Background: an optimization exercise with open tools, aiming at small area. Do not read the settings as production practice.
Function was checked by simulation only, so behaviour that the tests miss may differ from the original.
Power is estimated from default activity; no workload was simulated.

## pcie_tl
module pcie_tl #(
    parameter int NUM_VC = 8
) (
    input  wire                               aclk,
    input  wire                               arst,
    input  wire                               awvalid_i,
    input  wire                               wvalid_i,
    input  wire pcie_tl_pkg::cpu_aw_t         cpu_aw_i,
    output logic                              awready_o,
    output logic                              wready_o,
    output logic                              bvalid_o,
    input  wire                               bready_i,
    output pcie_tl_pkg::axi_resp_t            bresp_o,
    input  wire                               arvalid_i,
    input  wire pcie_tl_pkg::cpu_ar_t         araddr_i,
    output logic                              arready_o,
    output logic                              rvalid_o,
    input  wire                               rready_i,
    output pcie_tl_pkg::cpu_r_t               cpu_r_o,
    output logic                              mem_arvalid_o,
    input  wire                               mem_arready_i,
    output logic [pcie_tl_pkg::DATA_W-1:0]    mem_araddr_o,
    input  wire                               mem_rvalid_i,
    output logic                              mem_rready_o,
    input  wire [pcie_tl_pkg::DATA_W-1:0]     mem_rdata_i,
    input  wire                               mem_rlast_i,
    output logic                              tx_valid_o,
    input  wire                               tx_ready_i,
    output logic [pcie_tl_pkg::DATA_W-1:0]    tx_data_o,
    input  wire                               linkup_i,
    input  wire [NUM_VC-1:0]                  dll_vc_up_i
);
clock: 5.0 ns
lec_check: 0
cap_margin: 20
core_margin: 2
core_utilization: 80
slew_margin: 20
standard.sh (not shown) runs the stock make flow with config.mk's settings and CLKGATE_MAP_FILE= SYNTH_SCRIPT=/design/flow/synth_recipe.tcl, a recipe that flattens the netlist after the stock synthesis.
==> flow/flow/run.sh <==
#!/bin/bash
# Standard ORFS layout with two changes: the port buffers are the smallest
# buffer cell, and clock tree synthesis uses small clock buffers and no dummy
# loads. Each tool's full output goes to the ORFS logs under orfs/logs and the
# make output to flow_make.log in this folder.
set -euo pipefail
export BUFFER_PORTS_ARGS="-buffer_cell sky130_fd_sc_hd__buf_1"
export CTS_ARGS="-sink_clustering_enable -repair_clock_nets -dont_use_dummy_load -sink_clustering_size 16 -sink_clustering_max_diameter 100 -buf_list {sky130_fd_sc_hd__clkbuf_8 sky130_fd_sc_hd__clkbuf_4 sky130_fd_sc_hd__clkbuf_2}"
bash standard.sh > flow_make.log 2>&1
The starting point finished with timing, DRC and antenna clean.
==> next run, changes <==
Settings changed: CORE_UTILIZATION 80 to 72.
=> Area after synthesis is unchanged; die area went up by roughly a tenth; global-route usage went down by 8.6 points; sequential power barely changes; non-clock buffer count went down by 2.

* * *

pcie_tl, a different RTL version from the one above (not shown whole).
For scale: about 1,000 cells after synthesis, roughly 260 I/O pins, ~13,000 um2 of cells after synthesis.
==> flow/design.v (excerpt) <==
module pcie_tl #(
    parameter int NUM_VC = 8
) (
    input  wire                               aclk,
    input  wire                               arst,
    input  wire                               awvalid_i,
    input  wire                               wvalid_i,
    input  wire pcie_tl_pkg::cpu_aw_t         cpu_aw_i,
    output logic                              awready_o,
    output logic                              wready_o,
    output logic                              bvalid_o,
    input  wire                               bready_i,
    output pcie_tl_pkg::axi_resp_t            bresp_o,
    input  wire                               arvalid_i,
    input  wire pcie_tl_pkg::cpu_ar_t         araddr_i,
    output logic                              arready_o,
    output logic                              rvalid_o,
    input  wire                               rready_i,
    output pcie_tl_pkg::cpu_r_t               cpu_r_o,
    output logic                              mem_arvalid_o,
    input  wire                               mem_arready_i,
    output logic [pcie_tl_pkg::DATA_W-1:0]    mem_araddr_o,
    input  wire                               mem_rvalid_i,
    output logic                              mem_rready_o,
    input  wire [pcie_tl_pkg::DATA_W-1:0]     mem_rdata_i,
    input  wire                               mem_rlast_i,
    output logic                              tx_valid_o,
    input  wire                               tx_ready_i,
    output logic [pcie_tl_pkg::DATA_W-1:0]    tx_data_o,
  ...
clock: 5.0 ns
lec_check: 0
cap_margin: 20
core_margin: 2
core_utilization: 80
slew_margin: 20
==> flow/flow/run.sh <==
#!/bin/bash
# Standard ORFS layout with two changes: the port buffers are the smallest
# buffer cell, and clock tree synthesis uses small clock buffers and no dummy
# loads. Each tool's full output goes to the ORFS logs under orfs/logs and the
# make output to flow_make.log in this folder.
set -euo pipefail
export BUFFER_PORTS_ARGS="-buffer_cell sky130_fd_sc_hd__buf_1"
export CTS_ARGS="-sink_clustering_enable -repair_clock_nets -dont_use_dummy_load -sink_clustering_size 30 -sink_clustering_max_diameter 100 -buf_list {sky130_fd_sc_hd__clkbuf_16 sky130_fd_sc_hd__clkbuf_8}"
bash standard.sh > flow_make.log 2>&1
Rerun with:
--- a/flow/flow/run.sh
+++ b/flow/flow/run.sh
@@ -7,3 +7,3 @@
 export BUFFER_PORTS_ARGS="-buffer_cell sky130_fd_sc_hd__buf_1"
-export CTS_ARGS="-sink_clustering_enable -repair_clock_nets -dont_use_dummy_load -sink_clustering_size 30 -sink_clustering_max_diameter 100 -buf_list {sky130_fd_sc_hd__clkbuf_16 sky130_fd_sc_hd__clkbuf_8}"
+export CTS_ARGS="-sink_clustering_enable -repair_clock_nets -dont_use_dummy_load -sink_clustering_size 16 -sink_clustering_max_diameter 100 -buf_list {sky130_fd_sc_hd__clkbuf_8 sky130_fd_sc_hd__clkbuf_4 sky130_fd_sc_hd__clkbuf_2}"
 bash standard.sh > flow_make.log 2>&1
=> The changed run completed with no timing, DRC or antenna violations. Final area barely changes. First-iteration DRC count is lower by roughly a tenth. Core utilization went down by 0.14 points. Sequential share of layout area stays flat. Total power went down slightly. Worst hold slack gains 23 ps. Routed wire length went up slightly.
Rerun with:
--- a/flow/flow/run.sh
+++ b/flow/flow/run.sh
@@ -7,3 +7,3 @@
 export BUFFER_PORTS_ARGS="-buffer_cell sky130_fd_sc_hd__buf_1"
-export CTS_ARGS="-sink_clustering_enable -repair_clock_nets -dont_use_dummy_load -sink_clustering_size 16 -sink_clustering_max_diameter 100 -buf_list {sky130_fd_sc_hd__clkbuf_8 sky130_fd_sc_hd__clkbuf_4 sky130_fd_sc_hd__clkbuf_2}"
+export CTS_ARGS="-sink_clustering_enable -repair_clock_nets -dont_use_dummy_load -sink_clustering_size 12 -sink_clustering_max_diameter 60 -buf_list {sky130_fd_sc_hd__clkbuf_8 sky130_fd_sc_hd__clkbuf_4 sky130_fd_sc_hd__clkbuf_2}"
 bash standard.sh > flow_make.log 2>&1
- CORE_UTILIZATION: 80 -> 70
Outcome: Power climbs by about 1.8%; non-clock buffer count climbs by 3; synthesized cell count stays the same; wire length drops by about 8%.

* * *

## exp/tundra
pcie_tl, a different RTL version from the one above (not shown whole).
Size in the first run: roughly 290 flip-flops, about 260 I/O pins, roughly 14000 um^2 of cells after synthesis.
clock: 5.0 ns
lec_check: 0
cap_margin: 20
core_margin: 2
core_utilization: 60
cts_buf_list: sky130_fd_sc_hd__clkbuf_4 sky130_fd_sc_hd__clkbuf_2
slew_margin: 20
run.sh (not shown) runs the stock make flow with config.mk's settings and CLKGATE_MAP_FILE= SYNTH_SCRIPT=/design/flow/synth_recipe.tcl, a recipe that flattens the netlist after the stock synthesis.
Stock flow here: none of the scripts above is used.
For exp/fjord, these inputs were changed with respect to exp/tundra:
- ABC_AREA: unset -> 1
- CORE_UTILIZATION: 60 -> 40
- CTS_BUF_LIST: sky130_fd_sc_hd__clkbuf_4 sky130_fd_sc_hd__clkbuf_2 -> unset
## What came out
Across both runs, setup slack of the critical path after layout was higher for exp/fjord than for exp/tundra.
Initial antenna violation count: exp/fjord vs exp/tundra up 1
[compare] base=exp/tundra new=exp/fjord: total of plain and repair buffers excluding clock buffers now smaller; met3 global-route usage now smaller; worst-case headroom to the max-slew limit now larger.
Delta (exp/fjord minus exp/tundra): transition time of the tightest slew-check pin has decreased; maximum operating frequency rose 11%; worst hold slack increased 0.0044 ns.
Clock buffer and inverter area fraction after layout is higher on exp/fjord
Modified inputs, exp/xenon compared to exp/fjord
- ABC_AREA: 1 -> unset
- CORE_UTILIZATION: 40 -> 70
==> flow/flow/run.sh (new file) <==
#!/bin/bash
# Standard ORFS layout with two changes: the port buffers are the smallest
# buffer cell, and clock tree synthesis uses small clock buffers and no dummy
# loads. Each tool's full output goes to the ORFS logs under orfs/logs and the
# make output to flow_make.log in this folder.
set -euo pipefail
export BUFFER_PORTS_ARGS="-buffer_cell sky130_fd_sc_hd__buf_1"
export CTS_ARGS="-sink_clustering_enable -repair_clock_nets -dont_use_dummy_load -sink_clustering_size 12 -sink_clustering_max_diameter 60 -buf_list {sky130_fd_sc_hd__clkbuf_8 sky130_fd_sc_hd__clkbuf_4 sky130_fd_sc_hd__clkbuf_2}"
bash standard.sh > flow_make.log 2>&1
==> flow/standard.sh (new file) <==
#!/bin/bash
# synth_recipe.tcl (not shown) runs the flow's synth.tcl, then flattens the netlist and writes it again
# the make line also repeats each setting of config.mk as NAME=value (left out here)
make -C /OpenROAD-flow-scripts/flow DESIGN_CONFIG=/design/flow/config.mk WORK_HOME=/design/flow/orfs CLKGATE_MAP_FILE= SYNTH_SCRIPT=/design/flow/synth_recipe.tcl "${@:-finish}"
removed: flow/run.sh
==> run notes <==
- Relative to exp/fjord, total number of vias has gone down in exp/xenon.
- Looking at highest layer used for signal routing, the met4 result is from exp/xenon; the met5 one comes from exp/fjord.
- exp/xenon: final critical-path share of the clock period 2.8 points below exp/fjord
- Utilization exp/fjord -> exp/xenon: up
- Min clock skew across exp/xenon and exp/fjord: exp/fjord
- Taking exp/fjord as the reference, in exp/xenon routed wire length shrank by 3.5 mm; fraction of power consumed by the clock network decreased by 4.6 points relative to the old numbers; share of post-route cells with drive strength above 1 has decreased; sequential cell count held steady; area added between synthesis and finish went down.
- Against exp/fjord, final non-filler cell total in exp/xenon fell by more than a quarter.
- exp/xenon vs exp/fjord, number of buffers and inverters on the critical path went down by 2.
> inputs changed (exp/xenon -> exp/violet)
- CORE_UTILIZATION now 40, was 70
==> flow/run.sh (new file) <==
#!/bin/bash
# synth_recipe.tcl (not shown) runs the flow's synth.tcl, then flattens the netlist and writes it again
# the make line also repeats each setting of config.mk as NAME=value (left out here)
make -C /OpenROAD-flow-scripts/flow DESIGN_CONFIG=/design/flow/config.mk WORK_HOME=/design/flow/orfs CLKGATE_MAP_FILE= SYNTH_SCRIPT=/design/flow/synth_recipe.tcl finish
removed: flow/flow/run.sh
removed: flow/standard.sh
Findings:
For clock-pin slew of the registers on the worst-case setup and hold paths, exp/violet and exp/xenon come out practically identical.
Going from exp/xenon to exp/violet, starting density of the core shrinks by 31 points.
Summary: with exp/xenon as the reference, mean number of vias per cell in exp/violet moved down by more than 10%.
Compared with exp/xenon, exp/violet is hungrier on power.
The routed wire length of exp/violet exceeds that of exp/xenon by 12%.
Cell area: exp/violet vs exp/xenon up 17%
Diff exp/xenon -> exp/violet | minimum period implied by the final worst setup slack | increase of 0.54 ns
Area growth from synthesis to layout ends up lower on exp/xenon.
Edits applied to the flow inputs when going from exp/violet to exp/cedar:
- changing CORE_UTILIZATION from 40 to 60
==> flow/flow/run.sh (new file) <==
#!/bin/bash
# Standard ORFS layout with two changes: the port buffers are the smallest
# buffer cell, and clock tree synthesis uses small clock buffers and no dummy
# loads. Each tool's full output goes to the ORFS logs under orfs/logs and the
# make output to flow_make.log in this folder.
set -euo pipefail
export BUFFER_PORTS_ARGS="-buffer_cell sky130_fd_sc_hd__buf_1"
export CTS_ARGS="-sink_clustering_enable -repair_clock_nets -dont_use_dummy_load -buf_list {sky130_fd_sc_hd__clkbuf_4 sky130_fd_sc_hd__clkbuf_2}"
bash standard.sh > flow_make.log 2>&1
==> flow/standard.sh (new file) <==
#!/bin/bash
# synth_recipe.tcl (not shown) runs the flow's synth.tcl, then flattens the netlist and writes it again
# the make line also repeats each setting of config.mk as NAME=value (left out here)
make -C /OpenROAD-flow-scripts/flow DESIGN_CONFIG=/design/flow/config.mk WORK_HOME=/design/flow/orfs CLKGATE_MAP_FILE= SYNTH_SCRIPT=/design/flow/synth_recipe.tcl "${@:-finish}"
removed: flow/run.sh
Findings:
exp/cedar: first-pass GRT wire length is 4.7 mm lower than what exp/violet reported.
Sort exp/violet and exp/cedar by critical path depth desc -> top: exp/violet
The share of power burned in the clock network reported for exp/cedar is smaller than that of exp/violet by 9.7 points.

* * *

Setup of build 98:
pcie_tl, a different RTL version from the one above (not shown whole).
For scale: ~860 cells after synthesis, roughly 290 flip-flops, roughly 260 I/O pins, about 12,000 µm² of cells after synthesis.
==> flow/design.v (excerpt) <==
module pcie_tl #(
    parameter int NUM_VC = 8
) (
    input  wire                               aclk,
    input  wire                               arst,
    input  wire                               awvalid_i,
    input  wire                               wvalid_i,
    input  wire pcie_tl_pkg::cpu_aw_t         cpu_aw_i,
    output logic                              awready_o,
    output logic                              wready_o,
    output logic                              bvalid_o,
    input  wire                               bready_i,
    output pcie_tl_pkg::axi_resp_t            bresp_o,
    input  wire                               arvalid_i,
    input  wire pcie_tl_pkg::cpu_ar_t         araddr_i,
    output logic                              arready_o,
    output logic                              rvalid_o,
    input  wire                               rready_i,
    output pcie_tl_pkg::cpu_r_t               cpu_r_o,
    output logic                              mem_arvalid_o,
    input  wire                               mem_arready_i,
    output logic [pcie_tl_pkg::DATA_W-1:0]    mem_araddr_o,
    input  wire                               mem_rvalid_i,
    output logic                              mem_rready_o,
    input  wire [pcie_tl_pkg::DATA_W-1:0]     mem_rdata_i,
    input  wire                               mem_rlast_i,
    output logic                              tx_valid_o,
    input  wire                               tx_ready_i,
    output logic [pcie_tl_pkg::DATA_W-1:0]    tx_data_o,
    input  wire                               linkup_i,
    input  wire [NUM_VC-1:0]                  dll_vc_up_i
);
==> flow/config.mk <==
export PLATFORM = sky130hd
export DESIGN_NAME = pcie_tl
export DESIGN_NICKNAME = pcie_tl
export VERILOG_FILES = /design/flow/design.v
export SDC_FILE = /design/flow/constraint.sdc
export NUM_CORES = 4
export LEC_CHECK = 0
export CAP_MARGIN = 0
export CORE_MARGIN = 2
export CORE_UTILIZATION = 72
export SLEW_MARGIN = 0
==> flow/constraint.sdc <==
create_clock -name core_clock -period 5.0 [get_ports {aclk}]
set_input_delay 1.0000 -clock core_clock [delete_from_list [all_inputs] [get_ports {aclk}]]
set_output_delay 1.0000 -clock core_clock [all_outputs]
set_load 0.01 [all_outputs]
standard.sh (not shown) runs the stock make flow with config.mk's settings and CLKGATE_MAP_FILE= SYNTH_SCRIPT=/design/flow/synth_recipe.tcl, a recipe that flattens the netlist after the stock synthesis.
==> flow/flow/run.sh <==
#!/bin/bash
# Layout flow. Synthesis is ORFS's synthesis as standard.sh runs it (same
# Yosys script, same registers and register names), except that ABC maps the
# combinational logic with the area-oriented script flow/abc_area.script.
# The rest is the standard ORFS flow with two changes: the port buffers are
# the smallest buffer cell, and clock tree synthesis uses clkbuf_8 clusters
# and no dummy loads. Each tool's full output goes to the ORFS logs under
# orfs/logs; make's output goes to synth_make.log and flow_make.log here.
set -euo pipefail
rm -rf scripts_own
cp -r "$FLOW_HOME/scripts" scripts_own
cp flow/abc_area.script scripts_own/abc_speed.script
bash standard.sh SCRIPTS_DIR="$PWD/scripts_own" ADDER_MAP_FILE= synth > synth_make.log 2>&1
export BUFFER_PORTS_ARGS="-buffer_cell sky130_fd_sc_hd__buf_1"
export CTS_ARGS="-sink_clustering_enable -repair_clock_nets -dont_use_dummy_load -sink_clustering_size 16 -sink_clustering_max_diameter 100 -buf_list {sky130_fd_sc_hd__clkbuf_8 sky130_fd_sc_hd__clkbuf_4 sky130_fd_sc_hd__clkbuf_2}"
bash standard.sh > flow_make.log 2>&1
==> flow/flow/abc_area.script <==
&get -n
&st
&deepsyn -J 50 -T 100
&dch -f
&nf -a -R 1000
&put
topo
stime -c
What build 91 does differently from build 98 at the input level:
-- flow/flow/run.sh --
<<< build 98, line 2
# Layout flow. Synthesis is ORFS's synthesis as standard.sh runs it (same
# Yosys script, same registers and register names), except that ABC maps the
# combinational logic with the area-oriented script flow/abc_area.script.
# The rest is the standard ORFS flow with two changes: the port buffers are
>>> build 91, line 2
# Layout flow. Synthesis is ORFS's synthesis as standard.sh runs it (same
# Yosys script, so the same registers with the same names and cells), except
# that half adders are not extracted before ABC (ADDER_MAP_FILE empty) and ABC
# maps the combinational logic with the area-oriented flow/abc_area.script.
# The rest is the standard ORFS flow with two changes: the port buffers are
### Flow results
- Build 98 -> build 91: timing-limited maximum frequency delta 0, exact match
- Clock period minus final worst setup slack: build 98 vs build 91, no meaningful difference
- Build 98 -> build 91: total power delta 0, exact match
- Count of placed standard cells including taps: build 91 vs build 98 identical
- Every stage of the flow completed for build 91, and the final layout passed the timing, DRC and antenna checks.
- Re internal cell power: no difference whatsoever between build 91 and build 98.
- Count of input and output buffers came out exactly the same in build 98 and build 91.
- Diff build 91..build 98 | synthesized instance count | unchanged
- From build 98 to build 91 the numbers moved as follows: number of buffers on the longest clock path shows no meaningful change, final wirelength shows no meaningful change.
#### Input delta (build 1 over build 91)
- GPL_TIMING_DRIVEN: unset -> 0
==> flow/flow/run.sh <==
#!/bin/bash
# Layout flow. Synthesis is ORFS's synthesis as standard.sh runs it (same
# Yosys script, so the same registers with the same names and cells), except
# that half adders are not extracted before ABC (ADDER_MAP_FILE empty) and ABC
# maps the combinational logic with the area-oriented flow/abc_area.script.
# The rest is the standard ORFS flow with two changes: the port buffers are
# the smallest buffer cell, and clock tree synthesis uses clkbuf_8 leaf buffers, a clkbuf_4 root
# and no dummy loads. Each tool's full output goes to the ORFS logs under
# orfs/logs; make's output goes to synth_make.log and flow_make.log here.
set -euo pipefail
rm -rf scripts_own
cp -r "$FLOW_HOME/scripts" scripts_own
cp flow/abc_area.script scripts_own/abc_speed.script
bash standard.sh SCRIPTS_DIR="$PWD/scripts_own" ADDER_MAP_FILE= synth > synth_make.log 2>&1
export BUFFER_PORTS_ARGS="-buffer_cell sky130_fd_sc_hd__buf_1"
export CTS_ARGS="-sink_clustering_enable -repair_clock_nets -dont_use_dummy_load -sink_clustering_size 16 -sink_clustering_max_diameter 100 -root_buf sky130_fd_sc_hd__clkbuf_4 -buf_list {sky130_fd_sc_hd__clkbuf_8 sky130_fd_sc_hd__clkbuf_4}"
bash standard.sh > flow_make.log 2>&1
## What came out
- Build 1 vs. build 91: transition time at the pin with the least slew margin went up by 0.37 ns.
- Build 91 has lower area overhead of the layout relative to synthesis than build 1.
- When the final numbers for build 1 and build 91 were put side by side, the portion of the layout cell area used by non-clock buffers turned out to be greater in build 1.
- Looking at total routing usage reported by global routing, build 1 sits above build 91.
- The routed length on met3 of build 1 falls short of that of build 91 by about 4%.
- Compared with build 91, build 1 is the less power-hungry design.
- Compared with build 91, build 1 shows a peak supply drop that is 8.7% lower.
- Looking at power consumed by combinational cells across build 1 and build 91, the one that comes out higher is build 1.
- Setup slack in build 1 is smaller than in build 91.
#### Input delta (build 29 over build 1)
- a change of CORE_UTILIZATION from 72 to 78
- a deleted GPL_TIMING_DRIVEN that had been 0
- Row hold slack: build 29 lower / build 1 higher
- Sort build 1 and build 29 by worst slack at placement asc -> top: build 1
- From build 1 to build 29 the numbers moved as follows: via count picked up an extra 370; fraction of registers with async set/reset neither gained nor lost much; area growth from synthesis to layout lost 2.6 points.
- Build 29 against build 1; highest attainable clock frequency is up by a few percent.
- Fraction of area in clock buffers and inverters delta (build 29 -> build 1): insignificant
- Row clock period minus final worst setup slack: build 29 lower / build 1 higher
- Across both runs, non-clock buffer count was lower for build 29 than for build 1.
- For via count normalized by instance count, dividing the value from build 29 by the value from build 1 gives 1.07.
- Between build 1 and build 29, the met2 capacity usage during global routing is higher for build 29.
Setup changes, build 29 to build 66
- CORE_UTILIZATION now 66, was 78
Notes after the runs:
Compared build 66 against build 29; power consumption within noise.
Compared to build 29, build 66 shows a wider setup margin.
The number of detailed-routing iterations run before antenna repair reported for build 66 is smaller than that of build 29 by 1.
Summary of build 66 over build 29: cell area after placement went up, floorplan die area went up 2900 µm².
On first-iteration DRC count, the higher figure sits with build 29, not build 66.
Compared with build 29, build 66 shows total wire length that has gone down by a little under 10%.
Going from build 29 to build 66, share of the cycle needed by the critical path after routing shrinks by 2.5 points.
The design area of build 66 is higher than that of build 29.
Comparing build 66 and build 29, the higher met1 track demand over resource was measured on build 29.
Compared with build 29, build 66 shows a lower utilization.
diff inputs: build 66 => build 22
- CORE_UTILIZATION: 66 -> 72
==> comparison <==
Power share of the clock group ended up 0.3 points lower on build 22 than on build 66. [compare] base=build 66 new=build 22: share of the clock period used by the worst path now smaller, combinational share of power neither gained nor lost much, via count increased 260, final critical-path required period now sits lower. Of build 22 and build 66, it is build 22 that has the higher initial DRC count. Taking build 66 as the reference, in build 22 met3 global-route usage shows an increase of 0.63 points, routed wire length higher, met2 track utilization from global routing picked up an extra 9.6 points, total power held steady.

what the ideal ports hide:
Ports are ideal in the flow. The routed layouts listed here were re-timed in OpenROAD. Step 1, drivers: a clkbuf_16 drives aclk and a buf_2 each remaining input, both assumed. Step 2, shift: input delay + t, output delay - t, t = (earliest + latest rising clock arrival at the registers) / 2. This alone moves slack from input paths to output paths. Slacks: no drivers / after step 1 / after step 2; pairs: no drivers / after step 1.
| run | t (ns) | setup WS [ns] | worst slew at a driven data input, ns |
|---|---|---|---|
| the first run of note 1 | 0.595 | 1.612 / 1.631 / 1.036 | 0.12 |
| the second run of note 1 | 0.573 | 1.886 / 1.905 / 1.333 | 0.11 |
| the first run of note 2 | 0.514 | 0.913 / 0.871 / 1.386 | 0.08 |
| the second run of note 2 | 0.555 | 0.812 / 0.771 / 1.326 | 0.09 |
| the third run of note 2 | 0.597 | 1.016 / 0.977 / 1.574 | 0.04 |
| exp/tundra | 0.716 | 0.623 / 0.591 / 1.220 | 0.05 |
| exp/fjord | 0.600 | 1.059 / 1.008 / 1.425 | 0.05 |
| exp/xenon | 0.603 | 1.201 / 1.161 / 1.588 | 0.05 |
| exp/violet | 0.603 | 0.662 / 0.610 / 1.213 | 0.05 |
| exp/cedar | 0.662 | 1.123 / 1.091 / 1.500 | 0.04 |
| build 98 | 0.549 | 0.673 / 0.673 / 0.673 | 0.06 |
| build 91 | 0.549 | 0.673 / 0.673 / 0.673 | 0.06 |
| build 1 | 0.674 | 0.440 / 0.440 / 0.440 | 0.07 |
| build 29 | 0.709 | 0.534 / 0.534 / 0.534 | 0.09 |
| build 66 | 0.692 | 0.658 / 0.658 / 0.658 | 0.06 |
| build 22 | 0.679 | 0.693 / 0.693 / 0.693 | 0.06 |
After both steps setup and hold are still met in every run listed. For the first run of note 1, which loses most, drivers alone change the setup slack by +0.019 ns; drivers and shift together by -0.576 ns.
